Source: an optimization exercise on an open RTL-to-GDS flow (aim: small area, a short achievable clock period and few clock cycles per item). Production flows keep margins and buffers that such runs may drop.
In this exercise RTL edits were held to simulation tests only and were not proved equivalent to the original.
Power and IR drop assume default switching activity.

==> inputs of 12-20 <==
Design dhcp_top, start of the top module:
module dhcp_top (
    input  logic         clk,
    input  logic         reset,
    input  logic         udp_in_start,
    input  logic [7:0]   udp_in_data,
    input  logic         udp_in_valid,
    input  logic         udp_in_last,
    input  logic         udp_out_ready,
    input  logic [1:0]   udp_out_result,
    output logic         udp_out_start,
    output logic [7:0]   udp_out_data,
    output logic         udp_out_valid,
    output logic         udp_out_last,
    output logic [8:0]   udp_out_length,
    output logic [31:0]  udp_out_dst_ip,
    output logic [15:0]  udp_out_dst_port,
    input  logic         host_write_strobe,
    input  logic [7:0]   host_port_id,
    input  logic [7:0]   host_data,
    output logic [7:0]   host_rd_data,
    input  logic [47:0]  mac_address,
    input  logic         do_dhcp,
    output logic [31:0]  ip_address,
    output logic         ip_address_valid
);
clock: 7.0 ns
lec_check: 0
abc_clock_period_in_ps: 3000
cap_margin: 20
core_margin: 2
core_utilization: 40
cts_cluster_diameter: 100
cts_cluster_size: 30
place_density: 0.5
slew_margin: 20
synth_hierarchical: 1
synth_memory_max_bits: 8192
tns_end_percent: 5
standard.sh (not shown) runs the stock make flow with config.mk's settings and CLKGATE_MAP_FILE= SYNTH_SCRIPT=/design/flow/synth_recipe.tcl, a recipe that flattens the netlist after the stock synthesis.
==> flow/flow/run.sh <==
#!/bin/bash
# Standard ORFS layout, step by step. Timing repair before placement runs
# without a setup margin (nets are not yet buffered, so every memory write
# path would look late); from clock tree synthesis on, repair aims for the
# margin below, i.e. a shorter clock period than the design's.
set -euo pipefail
cd "$(dirname "$0")/.."
MARGIN=${MARGIN:-3.0}
bash standard.sh synth                                   > synth.log 2>&1
bash standard.sh floorplan                               > floorplan.log 2>&1
bash standard.sh place                                   > place.log 2>&1
bash standard.sh SETUP_SLACK_MARGIN=$MARGIN cts          > cts.log 2>&1
bash standard.sh SETUP_SLACK_MARGIN=$MARGIN grt          > grt.log 2>&1
bash standard.sh route                                   > route.log 2>&1
bash standard.sh finish                                  > finish.log 2>&1
==> inputs of 07-12, as changes to 12-20 <==
--- a/flow/design.v
+++ b/flow/design.v
@@ -134,10 +134,17 @@
     input  dhcp_pkg::byte_t     d2,
     output dhcp_pkg::byte_t     y_n
 );
     assign y_n = ~((d0 & {8{sel[0]}}) | (d1 & {8{sel[1]}}) | (d2 & {8{sel[2]}}));
 endmodule
+module buf_rd_nand1 (
+    input  logic                sel,
+    input  dhcp_pkg::byte_t     d0,
+    output dhcp_pkg::byte_t     y_n
+);
+    assign y_n = ~(d0 & {8{sel}});
+endmodule
 module buf_predecode (
     input  logic                  en,
     input  dhcp_pkg::buf_addr_t   addr,
     output logic [15:0]           lo_n,
     output logic [31:0]           hi_n
@@ -147,24 +154,10 @@
     end
     for (genvar k = 0; k < 32; k++) begin : g_hi
         assign hi_n[k] = !(addr[8:4] == 5'(k));
     end
 endmodule
-module buf_rd_predecode (
-    input  logic                  sel_tx,
-    input  dhcp_pkg::buf_addr_t   tx_addr,
-    input  dhcp_pkg::buf_addr_t   host_addr,
-    output logic [15:0]           lo_n,
-    output logic [31:0]           hi_n
-);
-    for (genvar k = 0; k < 16; k++) begin : g_lo
-        assign lo_n[k] = !(sel_tx ? (tx_addr[3:0] == 4'(k)) : (host_addr[3:0] == 4'(k)));
-    end
-    for (genvar k = 0; k < 32; k++) begin : g_hi
-        assign hi_n[k] = !(sel_tx ? (tx_addr[8:4] == 5'(k)) : (host_addr[8:4] == 5'(k)));
-    end
-endmodule
 module buf_row_gate (
     input  logic [15:0]           lo_n,
     input  logic [31:0]           hi_n,
     output logic [511:0]          row
 );
@@ -189,12 +182,34 @@
         .lo_n (lo_n),
         .hi_n (hi_n),
         .row  (row)
     );
 endmodule
+module buf_rd_decode (
+    input  logic                  sel_tx,
+    input  dhcp_pkg::buf_addr_t   tx_addr,
+    input  dhcp_pkg::buf_addr_t   host_addr,
+    output logic [63:0]           row,           
+    output logic [7:0]            grp            
+);
+    logic [3:0]  bk_n;
+    logic [15:0] lo_n;
+    for (genvar k = 0; k < 4; k++) begin : g_bk
+        assign bk_n[k] = !(sel_tx ? (tx_addr[8:7] == 2'(k)) : (host_addr[8:7] == 2'(k)));
+    end
+    for (genvar k = 0; k < 16; k++) begin : g_lo
+        assign lo_n[k] = !(sel_tx ? (tx_addr[3:0] == 4'(k)) : (host_addr[3:0] == 4'(k)));
+    end
+    for (genvar k = 0; k < 8; k++) begin : g_grp
+        assign grp[k] = sel_tx ? (tx_addr[6:4] == 3'(k)) : (host_addr[6:4] == 3'(k));
+    end
+    for (genvar i = 0; i < 64; i++) begin : g
+        assign row[i] = !(bk_n[i / 16] || lo_n[i % 16]);
+    end
+endmodule
 module buf_rd_reduce #(
-    parameter int N = 171
+    parameter int N = 22
 ) (
     input  logic [N-1:0][7:0]   part_n,
     output dhcp_pkg::byte_t     rd_data
 );
     always_comb begin
@@ -206,65 +221,76 @@
 module packet_buffer (
     input  logic                  clk,
     input  logic                  wr_en,
     input  dhcp_pkg::buf_addr_t   wr_addr,
     input  dhcp_pkg::byte_t       wr_data,
+    input  logic                  rd_load,
     input  logic                  rd_sel_tx,    
     input  dhcp_pkg::buf_addr_t   tx_addr,
     input  dhcp_pkg::buf_addr_t   host_addr,
-    output dhcp_pkg::byte_t       rd_data,      
-    output dhcp_pkg::byte_t       head          
+    output logic [7:0][7:0]       grp_data,     
+    output dhcp_pkg::byte_t       rd_data       
 );
-    localparam int DEPTH  = 1 << dhcp_pkg::BUF_ADDR_W;
-    localparam int NGROUP = (DEPTH + 2) / 3;        
+    localparam int DEPTH = 1 << dhcp_pkg::BUF_ADDR_W;
     logic [DEPTH-1:0]          row_we;
-    logic [3*NGROUP-1:0]       row_rd;
-    logic [3*NGROUP-1:0][7:0]  q;
-    logic [NGROUP-1:0][7:0]    part_n;
+    logic [63:0]               row_rd;
+    logic [7:0]                grp;
+    logic [7:0]                grp_q;
+    logic [DEPTH-1:0][7:0]     q;
+    logic [7:0][21:0][7:0]     part_n;
+    logic [7:0][7:0]           grp_rd;
     buf_row_decode wr_decode (
         .en   (wr_en),
         .addr (wr_addr),
         .row  (row_we)
     );
-    logic [15:0] rd_lo_n;
-    logic [31:0] rd_hi_n;
-    buf_rd_predecode rd_pre (
+    buf_rd_decode rd_decode (
         .sel_tx    (rd_sel_tx),
         .tx_addr   (tx_addr),
         .host_addr (host_addr),
-        .lo_n      (rd_lo_n),
-        .hi_n      (rd_hi_n)
-    );
-    buf_row_gate rd_gate (
-        .lo_n (rd_lo_n),
-        .hi_n (rd_hi_n),
-        .row  (row_rd[DEPTH-1:0])
+        .row       (row_rd),
+        .grp       (grp)
     );
-    assign row_rd[3*NGROUP-1:DEPTH] = '0;
-    assign q[3*NGROUP-1:DEPTH]      = '0;
     for (genvar i = 0; i < DEPTH; i++) begin : row
         dhcp_pkg::byte_t mem;
         always_ff @(posedge clk) begin
             if (row_we[i])
                 mem <= wr_data;
         end
         assign q[i] = mem;
     end
-    assign head = q[0];
-    for (genvar g = 0; g < NGROUP; g++) begin : grp
-        buf_rd_aoi3 aoi (
-            .sel (row_rd[3*g +: 3]),
-            .d0  (q[3*g]),
-            .d1  (q[3*g+1]),
-            .d2  (q[3*g+2]),
-            .y_n (part_n[g])
+    for (genvar g = 0; g < 8; g++) begin : grpn
+        for (genvar k = 0; k < 21; k++) begin : a3
+            buf_rd_aoi3 aoi (
+                .sel (row_rd[3*k +: 3]),
+                .d0  (q[((3*k)   / 16) * 128 + g * 16 + (3*k)   % 16]),
+                .d1  (q[((3*k+1) / 16) * 128 + g * 16 + (3*k+1) % 16]),
+                .d2  (q[((3*k+2) / 16) * 128 + g * 16 + (3*k+2) % 16]),
+                .y_n (part_n[g][k])
+            );
+        end
+        buf_rd_nand1 a1 (
+            .sel (row_rd[63]),
+            .d0  (q[3 * 128 + g * 16 + 15]),
+            .y_n (part_n[g][21])
+        );
+        buf_rd_reduce #(.N(22)) reduce (
+            .part_n  (part_n[g]),
+            .rd_data (grp_rd[g])
         );
     end
-    buf_rd_reduce #(.N(NGROUP)) reduce (
-        .part_n  (part_n),
-        .rd_data (rd_data)
-    );
+    always_ff @(posedge clk) begin
+        if (rd_load) begin
+            grp_data <= grp_rd;
+            grp_q    <= grp;
+        end
+    end
+    always_comb begin
+        rd_data = '0;
+        for (int g = 0; g < 8; g++)
+            rd_data = rd_data | (grp_data[g] & {8{grp_q[g]}});
+    end
 endmodule
 `timescale 1ns/10ps
 module host_regs (
     input  logic                               clk,
     input  logic                               reset,
@@ -272,11 +298,11 @@
     input  dhcp_pkg::mac_addr_t                mac_address,
     input  logic                               do_dhcp,
     input  dhcp_pkg::rx_status_t               rx_status,
     input  logic                               armed,
     input  logic                               transmitting,
-    input  dhcp_pkg::byte_t                    buf_rd_data,    
+    input  logic [7:0][7:0]                    grp_data,       
     output logic                               accept_cmd,
     output logic                               transmit_cmd,
     output dhcp_pkg::buf_addr_t                tx_len_p1,      
     output logic [dhcp_pkg::BUF_BANK_W-1:0]    bank,
     output dhcp_pkg::ip_addr_t                 ip_address,
@@ -289,10 +315,13 @@
     logic                dhcp_seen;        
     dhcp_pkg::byte_t     status;
     dhcp_pkg::byte_t     reg_mux;
     dhcp_pkg::buf_addr_t tx_length;        
     dhcp_pkg::buf_addr_t new_length;
+    dhcp_pkg::byte_t     reg_rd_q;
+    logic                reg_sel_q;        
+    logic [7:0]          grp_sel_q;        
     assign reg_write     = host.write_strobe && !host.port_id[7];
     assign reg_sel       = host.port_id[4:0];     
     assign control_write = reg_write && (reg_sel == dhcp_pkg::REG_CONTROL);
     assign accept_cmd   = control_write && host.data[dhcp_pkg::CTRL_ACCEPT_BIT];
     assign transmit_cmd = control_write && host.data[dhcp_pkg::CTRL_TRANSMIT_BIT];
@@ -354,11 +383,19 @@
             dhcp_pkg::REG_XID3:      reg_mux = rx_status.xid[31:24];
             default:                 reg_mux = 8'h00;     
         endcase
     end
     always_ff @(posedge clk) begin
-        rd_data <= host.port_id[7] ? buf_rd_data : reg_mux;
+        reg_rd_q  <= reg_mux;
+        reg_sel_q <= !host.port_id[7];
+        for (int g = 0; g < 8; g++)
+            grp_sel_q[g] <= host.port_id[7] && (host.port_id[6:4] == 3'(g));
+    end
+    always_comb begin
+        rd_data = reg_rd_q & {8{reg_sel_q}};
+        for (int g = 0; g < 8; g++)
+            rd_data = rd_data | (grp_data[g] & {8{grp_sel_q[g]}});
     end
 endmodule
 `timescale 1ns/10ps
 module udp_tx_stream (
     input  logic                  clk,
@@ -366,26 +403,24 @@
     input  logic                  transmit_cmd,
     input  dhcp_pkg::buf_addr_t   tx_len_p1,      
     input  dhcp_pkg::tx_result_e  tx_result,
     input  logic                  ready,
     input  dhcp_pkg::byte_t       buf_rd_data,    
-    input  dhcp_pkg::byte_t       buf_head,       
+    output logic                  rd_load,        
     output dhcp_pkg::udp_tx_t     tx_out,
     output dhcp_pkg::buf_addr_t   tx_addr,
     output logic                  transmitting
 );
-    logic                start_req;    
-    logic                reading;      
-    logic                valid;
-    logic                last;
-    dhcp_pkg::byte_t     data;
-    logic                stall;        
-    logic                single;       
+    logic            start_req;    
+    logic            reading;      
+    logic            valid;
+    logic            last;
+    logic            stall;        
     dhcp_pkg::buf_addr_t addr_inc;
-    logic                fetch_last;
+    logic            fetch_last;
     assign stall      = valid && !ready;
-    assign single     = (tx_len_p1 == 9'd1);
+    assign rd_load    = !stall;
     assign addr_inc   = tx_addr + 9'd1;
     assign fetch_last = (addr_inc == tx_len_p1);
     always_ff @(posedge clk) begin
         if (reset) begin
             start_req    <= 1'b0;
@@ -400,35 +435,28 @@
             if (transmit_cmd)
                 transmitting <= 1'b1;
             else if (valid && ready && last)
                 transmitting <= 1'b0;    
             if (transmit_cmd)
-                reading <= !single;
+                reading <= 1'b1;
             else if (!stall && fetch_last)
                 reading <= 1'b0;
-            if (transmit_cmd)
-                valid <= 1'b1;
-            else if (!stall)
+            if (!stall)
                 valid <= reading;
         end
     end
     always_ff @(posedge clk) begin
         if (transmit_cmd)
-            tx_addr <= 9'd1;
+            tx_addr <= '0;
         else if (reading && !stall)
             tx_addr <= addr_inc;
-        if (transmit_cmd) begin
-            data <= buf_head;
-            last <= single;
-        end else if (!stall) begin
-            data <= buf_rd_data;
+        if (!stall)
             last <= fetch_last;
-        end
     end
     always_comb begin
         tx_out.start    = start_req;
-        tx_out.data     = data;
+        tx_out.data     = buf_rd_data;
         tx_out.valid    = valid;
         tx_out.last     = last;
         tx_out.length   = tx_len_p1;
         tx_out.dst_ip   = dhcp_pkg::BROADCAST_IP;
         tx_out.dst_port = dhcp_pkg::DHCP_SERVER_PORT;
@@ -479,11 +507,13 @@
     dhcp_pkg::buf_addr_t               host_addr;
     logic                              host_write;
     logic                              wr_en;
     dhcp_pkg::buf_addr_t               wr_addr;
     dhcp_pkg::byte_t                   wr_data;
-    dhcp_pkg::byte_t                   buf_head;
+    logic [7:0][7:0]                   buf_grp_data;
+    logic                              tx_rd_load;
+    logic                              buf_rd_load;
     assign udp_in.start      = udp_in_start;
     assign udp_in.data       = udp_in_data;
     assign udp_in.valid      = udp_in_valid;
     assign udp_in.last       = udp_in_last;
     assign host.write_strobe = host_write_strobe;
@@ -512,31 +542,33 @@
     assign host_addr  = {bank, host.port_id[6:0]};
     assign host_write = host.write_strobe && host.port_id[7] && !rx_active && !transmitting;
     assign wr_en      = rx_write || host_write;
     assign wr_addr    = rx_active ? rx_addr : host_addr;
     assign wr_data    = rx_active ? udp_in.data : host.data;
+    assign buf_rd_load = !transmitting || tx_rd_load;
     packet_buffer packet_buffer_inst (
         .clk          (clk),
         .wr_en        (wr_en),
         .wr_addr      (wr_addr),
         .wr_data      (wr_data),
+        .rd_load      (buf_rd_load),
         .rd_sel_tx    (transmitting),
         .tx_addr      (tx_addr),
         .host_addr    (host_addr),
-        .rd_data      (buf_rd_data),
-        .head         (buf_head)
+        .grp_data     (buf_grp_data),
+        .rd_data      (buf_rd_data)
     );
     host_regs host_regs_inst (
         .clk              (clk),
         .reset            (reset),
         .host             (host),
         .mac_address      (mac_address),
         .do_dhcp          (do_dhcp),
         .rx_status        (rx_status),
         .armed            (armed),
         .transmitting     (transmitting),
-        .buf_rd_data      (buf_rd_data),
+        .grp_data         (buf_grp_data),
         .accept_cmd       (accept_cmd),
         .transmit_cmd     (transmit_cmd),
         .tx_len_p1        (tx_len_p1),
         .bank             (bank),
         .ip_address       (ip_address),
@@ -549,11 +581,11 @@
         .transmit_cmd (transmit_cmd),
         .tx_len_p1    (tx_len_p1),
         .tx_result    (udp_result),
         .ready        (udp_out_ready),
         .buf_rd_data  (buf_rd_data),
-        .buf_head     (buf_head),
+        .rd_load      (tx_rd_load),
         .tx_out       (udp_out),
         .tx_addr      (tx_addr),
         .transmitting (transmitting)
     );
 endmodule
--- a/flow/flow/run.sh
+++ b/flow/flow/run.sh
@@ -3,11 +3,11 @@
 # without a setup margin (nets are not yet buffered, so every memory write
 # path would look late); from clock tree synthesis on, repair aims for the
 # margin below, i.e. a shorter clock period than the design's.
 set -euo pipefail
 cd "$(dirname "$0")/.."
-MARGIN=${MARGIN:-3.0}
+MARGIN=${MARGIN:-3.5}
 bash standard.sh synth                                   > synth.log 2>&1
 bash standard.sh floorplan                               > floorplan.log 2>&1
 bash standard.sh place                                   > place.log 2>&1
 bash standard.sh SETUP_SLACK_MARGIN=$MARGIN cts          > cts.log 2>&1
 bash standard.sh SETUP_SLACK_MARGIN=$MARGIN grt          > grt.log 2>&1
CORE_UTILIZATION = 50   (was 40)
CTS_CLUSTER_DIAMETER = 90   (was 100)
CTS_CLUSTER_SIZE = 25   (was 30)
PLACE_DENSITY = 0.6   (was 0.5)
==> comparison <==
Combinational power: 07-12 is higher than 12-20 (about 10%).
07-12 went through all stages and came out clean. 12-20 ran to the end with no violations.
In 07-12 the die area is smaller than in 12-20, by about 20%.
Register-to-register slack: 12-20 is lower than 07-12 (0.94 ns).
Against 07-12, the flip-flop and latch count of 12-20 is lower by 73.
Testbench counts of 12-20, summed over its fixed seeds: cycles 79,519, tx bytes 35,447.
Testbench counts of 07-12, summed over its fixed seeds: cycles 79,664, tx bytes 35,447.

==> re-timing with driven ports <==
The flow's constraints put no driver on any port. The routed layouts listed below were extracted and timed again, unchanged, in two steps.
Step 1: set_driving_cell puts a clkbuf_16 on clk and a buf_2 on each other input, an assumption about the parent block.
Step 2, shift: input delay + t, output delay - t, t = (earliest + latest rising clock arrival at the registers) / 2. This alone moves slack from input paths to output paths.
Slacks: no drivers / after step 1 / after step 2; pairs: no drivers / after step 1.
run	t (ns)	slack for setup (ns)	hold WS [ns]	slew at the worst register clock pin (ns)	pins driven straight from the clock port
12-20	1.058	1.919 / 1.911 / 0.854	0.488 / 0.488 / 0.488	0.12 / 0.12	1
07-12	1.039	2.857 / 2.857 / 1.943	0.485 / 0.485 / 0.485	0.11 / 0.11	1
After both steps setup and hold are still met in every run listed. For 12-20, which loses most, drivers alone change the setup slack by -0.008 ns; drivers and shift together by -1.065 ns.
